From an optimization exercise on the open Yosys and OpenROAD flow, aimed at a short achievable clock period and few clock cycles; shortcuts taken in it are not production practice.

==> flow/design.v <==
`timescale 1ns/1ns
package cpuIsaPkg;
    typedef logic [8-1:0] data_t;                  
    typedef logic [8-1:0] addr_t;                  
    typedef logic [$clog2(4)-1:0] regIdx_t;      
    typedef logic [2*8-1:0] instr_t;               
    typedef enum logic [3:0] {
        LDI = 4'd0,      
        LDM = 4'd1,      
        STM = 4'd2,      
        MOV = 4'd3,
        AND = 4'd4,
        OR  = 4'd5,
        NOT = 4'd6,
        ADD = 4'd7,
        SUB = 4'd8,
        LSL = 4'd9,
        LSR = 4'd10,
        INC = 4'd11,
        DEC = 4'd12,
        BRA = 4'd13,
        BNE = 4'd14,     
        NOP = 4'd15
    } opcode_e;
    typedef enum logic [1:0] {
        FETCH_HI = 2'd0,
        FETCH_LO = 2'd1,
        EXEC     = 2'd2
    } step_e;
    typedef struct packed {
        logic z;
        logic c;
        logic n;
    } flags_t;
    typedef enum logic [1:0] {
        WB_ALU = 2'd0,
        WB_IMM = 2'd1,
        WB_MEM = 2'd2
    } wbSrc_e;
    typedef struct packed {
        logic    regWe;
        regIdx_t regWsel;
        regIdx_t rdSelA;
        regIdx_t rdSelB;
        wbSrc_e  wbSrc;
        opcode_e aluOp;
        logic    flagsWe;
        logic    fetchHi;        
        logic    fetchLo;        
        logic    memWe;
        logic    branch;         
        logic    branchIfNz;     
        data_t   operand;        
    } ctrl_t;
    typedef struct packed {
        logic  we;
        addr_t addr;
        data_t data;
    } memLoad_t;
    typedef struct packed {
        logic  we;
        addr_t addr;
        data_t data;
    } memWrite_t;
    typedef struct packed {
        addr_t  pc;
        flags_t flags;
        logic   instrDone;
    } cpuStatus_t;
endpackage
`timescale 1ns/1ns
module cpuTop
(
    input  logic       clk,
    input  logic       rst,
    input  logic       load_we,
    input  logic [7:0] load_addr,
    input  logic [7:0] load_data,
    output logic       store_we,
    output logic [7:0] store_addr,
    output logic [7:0] store_data,
    output logic [7:0] status_pc,
    output logic [2:0] status_flags,
    output logic       status_instrDone
);
    localparam logic [3:0] LDI = 4'd0,  LDM = 4'd1,  STM = 4'd2,  MOV = 4'd3,
                           AND = 4'd4,  OR  = 4'd5,  NOT = 4'd6,  ADD = 4'd7,
                           SUB = 4'd8,  LSL = 4'd9,  LSR = 4'd10, INC = 4'd11,
                           DEC = 4'd12, BRA = 4'd13, BNE = 4'd14, NOP = 4'd15;
    logic       ldWe;
    logic [7:0] ldAddr;
    logic [7:0] ldData;
    always_ff @(posedge clk) begin
        ldWe   <= load_we;
        ldAddr <= load_addr;
        ldData <= load_data;
    end
    logic [7:0]  mem  [256];
    logic [15:0] word [128];
    for (genvar k = 0; k < 128; k++) begin : g_word
        assign word[k] = {mem[2 * k], mem[2 * k + 1]};
    end
    logic [7:0] regs [4];
    logic       fz, fc, fn;
    logic [7:0]  pcF;                
    logic [6:0]  wIdx;               
    logic        odd2;               
    logic [7:0]  hiSave;             
    logic [15:0] fWord;
    logic [7:0]  fHi;
    logic [7:0]  fLo;
    logic        fOk;                
    assign fWord = word[wIdx];
    assign fHi   = odd2 ? hiSave : fWord[15:8];
    assign fLo   = odd2 ? fWord[15:8] : fWord[7:0];
    assign fOk   = odd2 || !pcF[0];
    logic [7:0]  pcP2;
    assign pcP2  = 8'(pcF + 8'd2);
    logic       exV;                 
    logic       exSt;                
    logic [7:0] exSd;                
    logic [7:0] stAddr;              
    logic [7:0] exPc;                
    logic [3:0] exOp;
    logic [1:0] exD;
    logic [1:0] exS;
    logic [7:0] exImm;
    logic [7:0] a, b, res, ldmData;
    logic       cNew;
    logic       isAlu;
    logic       isStm;
    logic       zRes;
    logic       zNext;
    logic       kill;
    logic       taken;
    logic       issue;
    assign a       = regs[exD];
    assign b       = regs[exS];
    assign ldmData = mem[exImm];
    always_comb begin
        cNew = fc;
        case (exOp)
            MOV: res = b;
            AND: res = a & b;
            OR:  res = a | b;
            NOT: res = ~b;
            ADD: {cNew, res} = {1'b0, a} + {1'b0, b};
            SUB: begin
                res  = a - b;
                cNew = (a >= b);
            end
            LSL: begin
                res  = {b[6:0], 1'b0};
                cNew = b[7];
            end
            LSR: begin
                res  = {1'b0, b[7:1]};
                cNew = b[0];
            end
            INC: res = b + 8'd1;
            DEC: res = b - 8'd1;
            default: res = b;
        endcase
    end
    always_comb begin
        case (exOp)
            MOV:     zRes = (b == 8'h00);
            AND:     zRes = ((a & b) == 8'h00);
            OR:      zRes = ((a | b) == 8'h00);
            NOT:     zRes = (b == 8'hFF);
            ADD:     zRes = ((a ^ b) == {(a[6:0] | b[6:0]), 1'b0});
            SUB:     zRes = (a == b);
            LSL:     zRes = (b[6:0] == 7'h00);
            LSR:     zRes = (b[7:1] == 7'h00);
            INC:     zRes = (b == 8'hFF);
            DEC:     zRes = (b == 8'h01);
            default: zRes = fz;
        endcase
    end
    logic       wbEn;
    logic [7:0] wbData;
    assign isStm  = (exOp == STM);
    assign isAlu  = (exOp >= MOV) && (exOp <= DEC);
    assign wbEn   = (exOp == LDI) || (exOp == LDM) || isAlu;
    assign wbData = ({8{exOp == LDI}} & exImm) | ({8{exOp == LDM}} & ldmData) |
                    ({8{(exOp != LDI) && (exOp != LDM)}} & res);
    assign zNext  = isAlu ? zRes : fz;
    assign kill  = isStm && ((exImm == pcF) || (8'(exImm - 8'd1) == pcF));
    assign issue = fOk && !kill;
    assign taken = (fHi[7:4] == BRA) || ((fHi[7:4] == BNE) && !zNext);
    always_ff @(posedge clk) begin
        if (rst) begin
            pcF  <= '0;
            wIdx <= '0;
            odd2 <= 1'b0;
            exV  <= 1'b0;
            exSt <= 1'b0;
            exOp <= NOP;
        end else begin
            exV  <= issue;
            exSt <= issue && (fHi[7:4] == STM);
            exOp <= issue ? fHi[7:4] : NOP;
            if (kill) begin
                wIdx <= pcF[7:1];
                odd2 <= 1'b0;
            end else if (!fOk) begin
                wIdx <= 7'(wIdx + 7'd1);
                odd2 <= 1'b1;
            end else if (taken) begin
                pcF  <= fLo;
                wIdx <= fLo[7:1];
                odd2 <= 1'b0;
            end else begin
                pcF  <= pcP2;
                wIdx <= pcP2[7:1];
                odd2 <= 1'b0;
            end
        end
        hiSave <= fWord[7:0];
        exPc   <= pcF;
        stAddr <= fLo;
        exD    <= fHi[3:2];
        exS    <= fHi[1:0];
        exImm  <= fLo;
        if (wbEn && (exD == fHi[1:0])) begin
            exSd <= wbData;
        end else begin
            exSd <= regs[fHi[1:0]];
        end
    end
    always_ff @(posedge clk) begin
        if (rst) begin
            for (int i = 0; i < 4; i++) begin
                regs[i] <= '0;
            end
            fz <= 1'b0;
            fc <= 1'b0;
            fn <= 1'b0;
        end else begin
            if (wbEn) begin
                regs[exD] <= wbData;
            end
            if (isAlu) begin
                fz <= zRes;
                fn <= res[7];
                fc <= cNew;
            end
        end
    end
    logic [7:0] wAddr;
    logic [7:0] wData;
    logic       wEn;
    assign wEn   = ldWe || isStm;
    assign wAddr = ldWe ? ldAddr : exImm;
    assign wData = ldWe ? ldData : b;
    always_ff @(posedge clk) begin
        if (wEn) begin
            mem[wAddr] <= wData;
        end
    end
    assign store_we         = exSt;
    assign store_addr       = stAddr;
    assign store_data       = exSd;
    assign status_pc        = exPc;
    assign status_flags     = {fz, fc, fn};
    assign status_instrDone = exV;
endmodule
make LEC_CHECK=0 CAP_MARGIN=20 CORE_MARGIN=2 CORE_UTILIZATION=40 SETUP_SLACK_MARGIN=4.5 SLEW_MARGIN=20 TNS_END_PERCENT=5 finish   # period 7.0 ns
run.sh (not shown) runs the stock make flow with config.mk's settings and CLKGATE_MAP_FILE= SYNTH_SCRIPT=/design/flow/synth_recipe.tcl, a recipe that flattens the netlist after the stock synthesis.
The baseline ended with an error in global routing.
==> next run, changes <==
--- a/flow/design.v
+++ b/flow/design.v
@@ -134,8 +134,15 @@
     logic       kill;
     logic       taken;
     logic       issue;
-    assign a       = regs[exD];
-    assign b       = regs[exS];
+    logic       ldP;
+    logic [1:0] ldDst;
+    logic [7:0] ldQ;
+    logic [7:0] rEff [4];
+    for (genvar k = 0; k < 4; k++) begin : g_reff
+        assign rEff[k] = (ldP && (ldDst == 2'(k))) ? ldQ : regs[k];
+    end
+    assign a       = rEff[exD];
+    assign b       = rEff[exS];
     assign ldmData = mem[exImm];
     always_comb begin
         cNew = fc;
@@ -181,12 +188,13 @@
     logic [7:0] wbData;
     assign isStm  = (exOp == STM);
     assign isAlu  = (exOp >= MOV) && (exOp <= DEC);
-    assign wbEn   = (exOp == LDI) || (exOp == LDM) || isAlu;
-    assign wbData = ({8{exOp == LDI}} & exImm) | ({8{exOp == LDM}} & ldmData) |
-                    ({8{(exOp != LDI) && (exOp != LDM)}} & res);
+    assign wbEn   = (exOp == LDI) || isAlu;
+    assign wbData = (exOp == LDI) ? exImm : res;
     assign zNext  = isAlu ? zRes : fz;
     assign kill  = isStm && ((exImm == pcF) || (8'(exImm - 8'd1) == pcF));
-    assign issue = fOk && !kill;
+    logic sdWait;
+    assign sdWait = (exOp == LDM) && (fHi[7:4] == STM) && (fHi[1:0] == exD);
+    assign issue  = fOk && !kill && !sdWait;
     assign taken = (fHi[7:4] == BRA) || ((fHi[7:4] == BNE) && !zNext);
     always_ff @(posedge clk) begin
         if (rst) begin
@@ -203,6 +211,7 @@
             if (kill) begin
                 wIdx <= pcF[7:1];
                 odd2 <= 1'b0;
+            end else if (sdWait) begin
             end else if (!fOk) begin
                 wIdx <= 7'(wIdx + 7'd1);
                 odd2 <= 1'b1;
@@ -225,8 +234,10 @@
         if (wbEn && (exD == fHi[1:0])) begin
             exSd <= wbData;
         end else begin
-            exSd <= regs[fHi[1:0]];
-        end
+            exSd <= rEff[fHi[1:0]];
+        end
+        ldDst <= exD;
+        ldQ   <= ldmData;
     end
     always_ff @(posedge clk) begin
         if (rst) begin
@@ -236,9 +247,15 @@
             fz <= 1'b0;
             fc <= 1'b0;
             fn <= 1'b0;
+            ldP <= 1'b0;
         end else begin
-            if (wbEn) begin
-                regs[exD] <= wbData;
+            ldP <= (exOp == LDM);
+            for (int i = 0; i < 4; i++) begin
+                if (wbEn && (exD == 2'(i))) begin
+                    regs[i] <= wbData;
+                end else if (ldP && (ldDst == 2'(i))) begin
+                    regs[i] <= ldQ;
+                end
             end
             if (isAlu) begin
                 fz <= zRes;
After rerunning:
- The new run did not get past global routing
- area after synthesis is about the same
- synthesized cell count came out lower by a few percent
Function was not checked in any run of this note: the RTL went through the layout flow alone.
